What follows belongs to an exercise in optimizing a design on an open flow for small area, a short achievable clock period and few clock cycles per item; a production flow would make more cautious choices.
Only the layout flow was run in this run; the RTL was not checked for function there.

$ cat flow/design.v
module q16_fixed_point_alu_top
(
	input  logic        clk,
	input  logic        arst_n,
	input  logic        s_tvalid,
	output logic        s_tready,
	input  logic [71:0] s_tdata,
	output logic        m_tvalid,
	input  logic        m_tready,
	output logic [39:0] m_tdata
);
	localparam logic [2:0] S_EMPTY = 3'd0;
	localparam logic [2:0] S_ABSF  = 3'd1;  
	localparam logic [2:0] S_CONVF = 3'd2;  
	localparam logic [2:0] S_ITER  = 3'd3;  
	localparam logic [2:0] S_MDF   = 3'd4;  
	function automatic logic [5:0] lzc32(input logic [31:0] x);
		logic [5:0] n;
		n = 6'd32;
		for (int i = 0; i < 32; i++)
			if (x[i]) n = 6'(31 - i);
		lzc32 = n;
	endfunction
	function automatic logic amo32(input logic [31:0] x);
		logic [31:0] z;  
		logic [31:0] o;  
		logic [31:0] z2, o2;
		z = ~x;
		o = 32'hffffffff;
		for (int l = 0; l < 5; l++) begin
			for (int i = 0; i < 32; i++) begin
				if ((i % (2 << l)) == 0) begin
					z2[i] = z[i] & z[i + (1 << l)];
					o2[i] = (o[i] & z[i + (1 << l)]) | (z[i] & o[i + (1 << l)]);
				end else begin
					z2[i] = 1'b0;
					o2[i] = 1'b0;
				end
			end
			z = z2;
			o = o2;
		end
		amo32 = o[0];
	endfunction
	logic        i_v;
	logic [65:0] i_d;
	logic        rdy_q;
	always_ff @(posedge clk) begin
		if (rdy_q) i_d <= s_tdata[65:0];
	end
	logic        a_v;
	logic [1:0]  a_op;
	logic [31:0] a_x;     
	logic [31:0] a_y;     
	logic        a_swap;  
	logic [5:0]  a_ush;   
	logic        a_neg;
	logic        a_dz;
	logic        a_p2;    
	logic        a_big;
	logic [1:0]  in_op;
	logic [31:0] in_a, in_b;
	assign in_op = i_d[1:0];
	assign in_a = i_d[33:2];
	assign in_b = i_d[65:34];
	logic [31:0] ma, mb;
	logic [4:0]  ca, cb;        
	logic [5:0]  zb;            
	logic [5:0]  za_lo, zb_lo;  
	logic [7:0]  ushd;          
	logic [5:0]  ush_div, ush_mul;
	logic        swap;
	logic [8:0]  uconv;
	assign ma = in_a[31] ? 32'(-in_a) : in_a;
	assign mb = in_b[31] ? 32'(-in_b) : in_b;
	assign ca = 5'(lzc32({in_a[31:1] ^ in_a[30:0], 1'b1}));
	assign cb = 5'(lzc32({in_b[31:1] ^ in_b[30:0], 1'b1}));
	assign zb = {1'b0, cb} + 6'd1;
	assign za_lo = lzc32(in_a[31] ? {in_a[31:1] ^ in_a[30:0], 1'b1} : {1'b0, in_a[31:1] ^ in_a[30:0]});
	assign zb_lo = lzc32(in_b[31] ? {in_b[31:1] ^ in_b[30:0], 1'b1} : {1'b0, in_b[31:1] ^ in_b[30:0]});
	assign ushd = {3'd0, ca} + {3'd0, ~cb} - {7'd0, in_a[31]};
	assign ush_div = (ushd[6:1] >= 6'd23) ? 6'd46 : {ushd[5:1], 1'b0};
	logic [5:0]  zmax;
	assign swap = za_lo > zb_lo;
	assign zmax = swap ? za_lo : zb_lo;
	assign ush_mul = (zmax >= 6'd30) ? 6'd30 : zmax;
	logic       p2;
	logic [5:0] ush_p2;
	assign p2 = in_b[31] ? amo32({in_b[31:1] ^ in_b[30:0], 1'b0}) : amo32(in_b);
	assign ush_p2 = {1'b0, cb} + 6'd2 - {5'd0, in_b[31]};  
	assign uconv = {1'b0, in_a[30:23]} - 9'd102;
	logic i2a;
	always_ff @(posedge clk) begin
		if (i2a) begin
			a_op <= in_op;
			a_y <= mb;
			a_swap <= swap;
			a_dz <= (in_b[30:0] == 31'd0);
			a_p2 <= p2;
			a_big <= (in_a[30:23] > 8'd142);
			case (in_op)
				2'd0: begin
					a_x <= ma;
					a_ush <= ush_mul;
					a_neg <= in_a[31] ^ in_b[31];
				end
				2'd1: begin
					a_x <= ma;
					a_ush <= p2 ? ush_p2 : ush_div;
					a_neg <= in_a[31] ^ in_b[31];
				end
				2'd2: begin
					a_x <= {8'd0, 1'b1, in_a[22:0]};
					a_ush <= uconv[8] ? 6'd0 : uconv[5:0];
					a_neg <= in_a[31];
				end
				default: begin
					a_x <= ma;
					a_ush <= 6'd32;
					a_neg <= 1'b0;
				end
			endcase
		end
	end
	logic [2:0]  st;
	logic        is_div;
	logic        neg;
	logic        dz;
	logic        p2q;   
	logic        big;
	logic [4:0]  cnt;   
	logic [31:0] R;    
	logic [47:0] NQ;   
	logic [31:0] D;    
	logic [32:0] T3;   
	logic [33:0] Y;    
	logic [2:0]  cq;   
	logic [1:0]  me;   
	logic [1:0]  ocnt;  
	logic        out_v;
	logic [33:0] out_q;   
	logic [33:0] out_q1;  
	logic fin, push, pop, acc, xfer, dlast;
	assign fin  = (st == S_ABSF) || (st == S_CONVF) || (st == S_MDF);
	assign dlast = (st == S_ITER) && is_div && !neg && (cnt == 5'd23);
	assign push = (fin || dlast) && !ocnt[1];
	assign pop  = out_v && m_tready;
	assign acc  = rdy_q && s_tvalid;
	assign xfer = a_v && ((st == S_EMPTY) || push);
	assign i2a  = i_v && (!a_v || xfer);
	assign s_tready = rdy_q;
	assign m_tvalid = out_v;
	assign m_tdata  = {6'd0, out_q};
	logic [95:0] shf;
	logic [32:0] t3new;
	logic [31:0] shx, dnew;
	logic        mulsw;
	assign mulsw = (a_op == 2'd0) && !a_swap;
	assign shx  = mulsw ? a_y : a_x;
	assign dnew = mulsw ? a_x : a_y;
	logic [33:0] ynew;
	logic        xdiv;
	assign xdiv = (a_op == 2'd1);
	assign shf  = {48'd0, shx, 16'd0} << a_ush;
	assign t3new = {1'b0, dnew} + {dnew, 1'b0};
	always_comb begin
		case (shf[46:45])
			2'd0: ynew = 34'd0;
			2'd1: ynew = {2'b00, dnew};
			2'd2: ynew = {1'b0, dnew, 1'b0};
			default: ynew = {1'b0, t3new};
		endcase
	end
	logic [4:0] cnt_mul;  
	logic [1:0] e_mul;
	always_comb begin
		case (a_ush)
			6'd0: begin cnt_mul = 5'd13; e_mul = 2'd1; end
			6'd1: begin cnt_mul = 5'd13; e_mul = 2'd2; end
			6'd2: begin cnt_mul = 5'd14; e_mul = 2'd0; end
			6'd3: begin cnt_mul = 5'd14; e_mul = 2'd1; end
			6'd4: begin cnt_mul = 5'd14; e_mul = 2'd2; end
			6'd5: begin cnt_mul = 5'd15; e_mul = 2'd0; end
			6'd6: begin cnt_mul = 5'd15; e_mul = 2'd1; end
			6'd7: begin cnt_mul = 5'd15; e_mul = 2'd2; end
			6'd8: begin cnt_mul = 5'd16; e_mul = 2'd0; end
			6'd9: begin cnt_mul = 5'd16; e_mul = 2'd1; end
			6'd10: begin cnt_mul = 5'd16; e_mul = 2'd2; end
			6'd11: begin cnt_mul = 5'd17; e_mul = 2'd0; end
			6'd12: begin cnt_mul = 5'd17; e_mul = 2'd1; end
			6'd13: begin cnt_mul = 5'd17; e_mul = 2'd2; end
			6'd14: begin cnt_mul = 5'd18; e_mul = 2'd0; end
			6'd15: begin cnt_mul = 5'd18; e_mul = 2'd1; end
			6'd16: begin cnt_mul = 5'd18; e_mul = 2'd2; end
			6'd17: begin cnt_mul = 5'd19; e_mul = 2'd0; end
			6'd18: begin cnt_mul = 5'd19; e_mul = 2'd1; end
			6'd19: begin cnt_mul = 5'd19; e_mul = 2'd2; end
			6'd20: begin cnt_mul = 5'd20; e_mul = 2'd0; end
			6'd21: begin cnt_mul = 5'd20; e_mul = 2'd1; end
			6'd22: begin cnt_mul = 5'd20; e_mul = 2'd2; end
			6'd23: begin cnt_mul = 5'd21; e_mul = 2'd0; end
			6'd24: begin cnt_mul = 5'd21; e_mul = 2'd1; end
			6'd25: begin cnt_mul = 5'd21; e_mul = 2'd2; end
			6'd26: begin cnt_mul = 5'd22; e_mul = 2'd0; end
			6'd27: begin cnt_mul = 5'd22; e_mul = 2'd1; end
			6'd28: begin cnt_mul = 5'd22; e_mul = 2'd2; end
			6'd29: begin cnt_mul = 5'd23; e_mul = 2'd0; end
			6'd30: begin cnt_mul = 5'd23; e_mul = 2'd1; end
			default: begin cnt_mul = 5'd23; e_mul = 2'd1; end
		endcase
	end
	logic [32:0] T;
	logic [33:0] d1, d2, d3;
	logic [34:0] dm;
	logic [31:0] R_it;
	logic [47:0] NQ_it;
	logic [33:0] Y_it;
	logic [44:0] nqh;
	assign T = {R[30:0], NQ[47:46]};
	assign d1 = {1'b0, T} - {2'b00, D};
	assign d2 = {1'b0, T} - {1'b0, D, 1'b0};
	assign d3 = {1'b0, T} - {1'b0, T3};
	assign dm = {3'd0, R[28:0], 3'd0} + {1'b0, Y} + (NQ[47] ? {1'b0, D, 2'b00} : 35'd0);
	always_comb begin
		case (NQ[43:42])
			2'd0: Y_it = 34'd0;
			2'd1: Y_it = {2'b00, D};
			2'd2: Y_it = {1'b0, D, 1'b0};
			default: Y_it = {1'b0, T3};
		endcase
	end
	logic [1:0] q;
	always_comb begin
		if (!is_div) begin
			R_it = dm[31:0];
			q = 2'd0;
		end else if (!d3[33]) begin
			R_it = d3[31:0];
			q = 2'd3;
		end else if (!d2[33]) begin
			R_it = d2[31:0];
			q = 2'd2;
		end else if (!d1[33]) begin
			R_it = d1[31:0];
			q = 2'd1;
		end else begin
			R_it = T[31:0];
			q = 2'd0;
		end
	end
	assign nqh = NQ[44:0] + {42'd0, cq};
	assign NQ_it = is_div ? {NQ[45:0], q} : {nqh, R[31:29]};
	logic [33:0] dres;
	assign dres = {1'b0, (NQ[45:29] != 17'd0), NQ[29:0], q};
	logic [31:0] hi;
	logic [47:0] qd;
	assign qd = p2q ? {R, NQ[47:32]} : NQ;
	logic [31:0] M;
	logic        inc;
	logic        ovf;
	logic        ngt;
	logic [31:0] res;
	logic [33:0] result;
	assign hi = nqh[31:0];  
	logic [63:0] pw;
	assign pw = {hi, R} >> me;
	always_comb begin
		M = R;
		inc = 1'b1;
		ovf = 1'b0;
		ngt = neg;
		case (st)
			S_ABSF: begin
				ovf = (R == 32'h80000000);
				ngt = 1'b0;
			end
			S_CONVF: begin
				ovf = big || (neg ? (R > 32'h80000000) : R[31]);
			end
			default: begin
				if (is_div) begin
					M = qd[31:0];
					ovf = neg ? ((qd[47:31] != 17'd0) && (qd[47:0] != 48'h80000000)) : (qd[47:31] != 17'd0);
				end else begin
					M = pw[47:16];
					inc = (pw[15:0] == 16'd0);
					ovf = neg ? ((pw[63:48] != 16'd0) || (pw[47] && (pw[46:0] != 47'd0)))
					          : (pw[63:47] != 17'd0);
				end
			end
		endcase
	end
	always_comb begin
		res = ngt ? 32'(~M + {31'd0, inc}) : M;
		if (st == S_CONVF && ovf) res = neg ? 32'h80000000 : 32'h7fffffff;
		result = {1'b0, ovf, res};
		if (st == S_MDF && dz) result = {1'b1, 1'b0, 32'd0};
		if (st == S_ITER) result = dres;
	end
	logic [2:0] st_nx;
	logic       a_v_nx, i_v_nx;
	logic [1:0] ocnt_nx;
	always_comb begin
		if (xfer) begin
			case (a_op)
				2'd3: st_nx = S_ABSF;
				2'd2: st_nx = S_CONVF;
				2'd1: st_nx = (a_dz || a_p2) ? S_MDF : S_ITER;
				default: st_nx = S_ITER;
			endcase
		end else if (st == S_EMPTY || push) begin
			st_nx = S_EMPTY;
		end else if (st == S_ITER) begin
			st_nx = (cnt == 5'd23) ? S_MDF : S_ITER;
		end else begin
			st_nx = st;
		end
	end
	assign i_v_nx = acc || (i_v && !i2a);
	assign a_v_nx = i2a || (a_v && !xfer);
	assign ocnt_nx = 2'(ocnt + {1'b0, push} - {1'b0, pop});
	always_ff @(posedge clk or negedge arst_n) begin
		if (!arst_n) begin
			st <= S_EMPTY;
			a_v <= 1'b0;
			i_v <= 1'b0;
			out_v <= 1'b0;
			ocnt <= 2'd0;
			rdy_q <= 1'b1;
		end else begin
			st <= st_nx;
			a_v <= a_v_nx;
			i_v <= i_v_nx;
			out_v <= (ocnt_nx != 2'd0);
			ocnt <= ocnt_nx;
			rdy_q <= !i_v_nx || !a_v_nx || (st_nx == S_EMPTY) ||
			         (((st_nx == S_ABSF) || (st_nx == S_CONVF) || (st_nx == S_MDF)) && !ocnt_nx[1]);
		end
	end
	always_ff @(posedge clk) begin
		if (pop ? (ocnt == 2'd2) : 1'b0) out_q <= out_q1;
		else if (push && (pop ? (ocnt == 2'd1) : (ocnt == 2'd0))) out_q <= result;
		if (push && (pop ? (ocnt == 2'd2) : (ocnt == 2'd1))) out_q1 <= result;
		if (xfer) begin
			R <= shf[79:48];
			NQ <= shf[47:0];
			D <= dnew;
			T3 <= t3new;
			Y <= ynew;
			cq <= 3'd0;
			cnt <= xdiv ? a_ush[5:1] : cnt_mul;
			me <= e_mul;
			is_div <= xdiv;
			neg <= a_neg;
			dz <= xdiv && a_dz;
			p2q <= a_p2;
			big <= a_big;
		end else if (st == S_ITER) begin
			R <= R_it;
			NQ <= NQ_it;
			if (!is_div) begin
				Y <= Y_it;
				cq <= dm[34:32];
			end
			cnt <= cnt + 5'd1;
		end
	end
endmodule
$ cat flow/flow/run.sh
#!/bin/bash
# The standard layout (standard.sh: ORFS synthesis through finish, unchanged scripts,
# the design's SDC and clock period), with the resizer's setup repair asked to leave
# more slack than the default so that it works on every path that sets the period.
set -euo pipefail
bash standard.sh SETUP_SLACK_MARGIN=8 finish > standard_flow.log 2>&1
$ cat flow/standard.sh
#!/bin/bash
# synth_recipe.tcl (not shown) runs the flow's synth.tcl, then flattens the netlist and writes it again
# the make line also repeats each setting of config.mk as NAME=value (left out here)
make -C /OpenROAD-flow-scripts/flow DESIGN_CONFIG=/design/flow/config.mk WORK_HOME=/design/flow/orfs CLKGATE_MAP_FILE= SYNTH_SCRIPT=/design/flow/synth_recipe.tcl "${@:-finish}"
$ cat flow/config.mk
export PLATFORM = sky130hd
export DESIGN_NAME = q16_fixed_point_alu_top
export DESIGN_NICKNAME = q16_fixed_point_alu_top
export VERILOG_FILES = /design/flow/design.v
export SDC_FILE = /design/flow/constraint.sdc
export NUM_CORES = 4
export LEC_CHECK = 0
export CAP_MARGIN = 20
export CORE_MARGIN = 2
export CORE_UTILIZATION = 50
export SLEW_MARGIN = 20
export TNS_END_PERCENT = 10
$ cat flow/constraint.sdc
create_clock -name core_clock -period 12.0 [get_ports {clk}]
set_input_delay 2.4000 -clock core_clock [delete_from_list [all_inputs] [get_ports {clk}]]
set_output_delay 2.4000 -clock core_clock [all_outputs]
set_load 0.01 [all_outputs]
==> impl_metrics.csv <==
group,metric,value,unit
sta,post-route-period-util,48.65,%
logic_synthesis,syn_avg_cell_area,8.889,µm²
sta,maxSlewHeadroom,26.59,%
place,place_hpwl,105300,µm
sta,whs,424.0,ps
setup_path,cp_common_cell,"o21bai_1",
drt,num_vias,36723,
logic_synthesis,ys_seq_area_share,31.37,%
setup_path,crit_fanout,6,
place,io_buffers,105,
logic_synthesis,synth-seq-cells,419,
clock_tree,clkTransAtPathRegs,60,ps
final_layout,nNetsFinal,5032,
logic_synthesis,synth_ff_type,"edfxtp_1",
drt,post-route-drc-count,0,
setup_path,slowest_delay,400,ps
final_layout,final_cell_area,47020,µm²
logic_synthesis,synth_edf_count,400,
drt,wire_per_inst,24.99,µm
setup_path,worstSetupEndpointType,"flip-flop",
global_routing,grt_max_degree,128,
clock_tree,clockBufferDepth,3,
place,pre_cts_slack,5235,ps
sta,fmax,171.3,MHz
min_path,min_path_type,"reg -> reg",
place,place_congestion,0.9562,
logic_synthesis,ys_types,103,
global_routing,first_global_vias,33726,
drt,drt_iter0_markers,4282,
final_layout,syn_to_final_growth,18.58,%
sta,final.min_clock_period,5838,ps
floorplanning,initial_core_util,50.36,%
run,drv_cap,0,
drt,drt_first_pass_iters,7,
clock_tree,cts_hold_buffers,0,
setup_path,slowest_stage,"edfxtp_1",
floorplanning,fp.dieW,285.6,µm
floorplanning,io_pins,118,
setup_path,path_class,"reg -> reg",
clock_tree,cts_sinks,419,
floorplanning,die_h,285.6,µm
logic_synthesis,ys_warn_count,1,
floorplanning,dieArea,81580,µm²
place,dpl_cell_area,41720,µm²
sta,finalSetupViolCount,0,
drt,viasPerCell,6.414,
sta,final_max_slew_viol_count,0,
clock_tree,clock-root-buffer,"clkbuf_16",
sta,hold_viol_final,0,
clock_tree,cts_max_level,2,
sta,finClkSkew,36.54,ps
drt,ant_nets,0,
logic_synthesis,synth.cell_area,39650,µm²
status,status,"finished clean",
setup_path,critical_path.startpoint_type,"flip-flop",
setup_path,worst_ep_required_time,12490,ps
clock_tree,cts_tree,"done",
global_routing,gr-total-overflow,0,
floorplanning,core_area,78740,µm²
global_routing,grt_first_pass_wirelength,210600,µm
sta,tns,0,ps
global_routing,grt_usage,33.66,%
setup_path,cp_data_arrival_time,6330,ps
sta,worst_pin_slew,1095,ps
sta,rsz0062_at_grt,"true",
drt,routed_wl,143100,µm
global_routing,antenna_found_initial,1,
floorplanning,rows,103,
clock_tree,cts_buffers,51,
sta,fin_ws,6162,ps
logic_synthesis,ys_async_sr_fraction,2.148,%
final_layout,drive_gt1_share,16.09,%
clock_tree,clkLatencyLatePin,640,ps
logic_synthesis,postSynthCellCount,4461,
cell families after synthesis:
| logic type | synth area share, % |
|---|---|
| other cells | 0.009457 |
| compound gates | 22.04 |
| buf+inv | 4.970 |
| simple gates | 16.38 |
| mux | 8.541 |
| flops | 31.37 |
| fa+ha+maj | 10.94 |
| xor+xnor | 5.762 |
layout by cell type, fill, tap and decap left out, types with 50 or more instances in the layout:
master,count
a21o_1,72
a21oi_1,310
a31oi_1,68
and3_1,50
buf_4,201
clkbuf_16,54
clkdlybuf4s50_1,105
edfxtp_1,400
ha_1,252
inv_1,232
mux2_2,55
mux2i_1,139
nand2_1,337
nand2b_1,51
nand3_1,99
nor2_1,371
nor2b_1,62
nor3_1,91
o21a_1,52
o21ai_0,250
o22ai_1,56
xnor2_1,182
xor2_1,72
layer usage:
layer	track usage, %	share of wire, %	up-vias	wire, µm
met1	46.02	42	17628	59740
met2	52.66	45	1712	63710
met4	15.96	5.7	2	8171
li1	-	-	17055	-
met3	4.817	8.0	326	11450
met5	0	0.0098	-	14
final timing paths:
kind                              start   endpoint  slack (ps)  cells past startpoint
max in group asynchronous        arst_n      rdy_q        9640                      1
worst max register to register  i_d[36]  flip-flop        6160                     33
worst min-delay path              a_neg        neg         420                      0
min in group asynchronous        arst_n    ocnt[1]        2050                      1
worst min register to register    a_neg        neg         420                      0
worst max-delay path            i_d[36]  flip-flop        6160                     33
cell type report:
class / count / area [µm²]
clock buffer: 61 / 1314
antenna: 1 / 2.502
fill: 6937 / 31720
timing repair buffer: 362 / 3497
inverter: 261 / 1026
tap: 1050 / 1314
sequential: 419 / 12440
multi-input combinational: 3539 / 27120
clock inverter: 31 / 291.5
timing repair inverter: 1 / 11.26
synthesized netlist by cell type, types with 19 or more instances:
library cell	n	area, µm²
o21a_1	53	397.9
a21o_1	73	548.0
nor2_1	387	1453
or2_2	19	118.9
and3_1	52	325.3
nor2b_1	68	425.4
nor3_1	98	490.5
o211ai_1	38	285.3
buf_1	37	138.9
a21oi_1	332	1662
a221oi_1	29	254.0
o21ai_0	270	1351
mux4_2	45	1013
o31ai_1	34	255.2
nand2b_1	53	331.6
o21bai_1	26	195.2
xnor2_1	185	1620
o22ai_1	56	350.3
inv_1	254	953.4
clkbuf_1	189	709.4
or3_1	37	231.5
nor4_1	40	250.2
a22oi_1	46	345.3
a211oi_1	55	412.9
edfxtp_1	400	12010
and2_1	28	175.2
fa_1	36	720.7
nand2_1	345	1295
xor2_1	74	648.1
nand3_1	101	505.5
a31oi_1	76	475.5
mux2_2	63	709.4
a211o_1	23	201.4
mux2i_1	160	1602
ha_1	285	3566
nand4_1	30	187.7
flip-flops by register name, indices dropped and copies added, names as in the netlist, 2 cells and up, named ones only:
name and cells:
cnt 5, me 2, a_ush 6, Y 33, a_y 32, NQ 48
ocnt 2, R 32, cq 3, st 3, a_x 32, D 31
out_q 34, a_op 2, i_d 66, out_q1 34, T3 33
repair_timing:
item	in CTS	in global routing
gates cloned	4	5
pin swaps	74	92
buffers inserted	101	88
gates resized for setup	201	216
setup endpoints to repair	291	289
metrics by stage:
step / util [%] / cells
after floorplan: - / 4466
after global placement: 52.97 / 5432
after detailed placement: 52.98 / 5433
after CTS: 57.36 / 5630
after global routing: 59.71 / 5724
final: 59.71 / 5725
worst max-delay path, delay by kind of cell (launching register included):
kind / cells / cell delay, ps
AO/OA/AOI/OAI: 17 / 2840
adder cells (fa/ha/maj): 3 / 840
buffers and inverters: 6 / 760
flip-flops: 1 / 400
multiplexers: 1 / 280
AND/OR/NAND/NOR: 6 / 590

[port drivers added, routing unchanged]
How much do the figures lean on ideal ports? The routed layout below was timed once more, with nothing changed but the port constraints.
Step 1: set_driving_cell puts a clkbuf_16 on clk and a buf_2 on each other input, an assumption about the parent block.
Step 2 moves the port delays by t, midway between the first and last clock arrival at a register: inputs arrive t later, outputs are due t later. That takes back most of the time a late clock gives input paths.
a / b / c = no drivers / after step 1 / after step 2; a / b = the first two.
t, ns: 0.688
slack for setup (ns): 6.162 / 6.162 / 6.162
slew at the worst register clock pin (ns): 0.06 / 0.06
worst data-port slew with drivers (ns): 0.05
After both steps this run still meets setup and hold. The setup slack of this run moves by 0.000 ns with the drivers and by 0.000 ns with both steps.
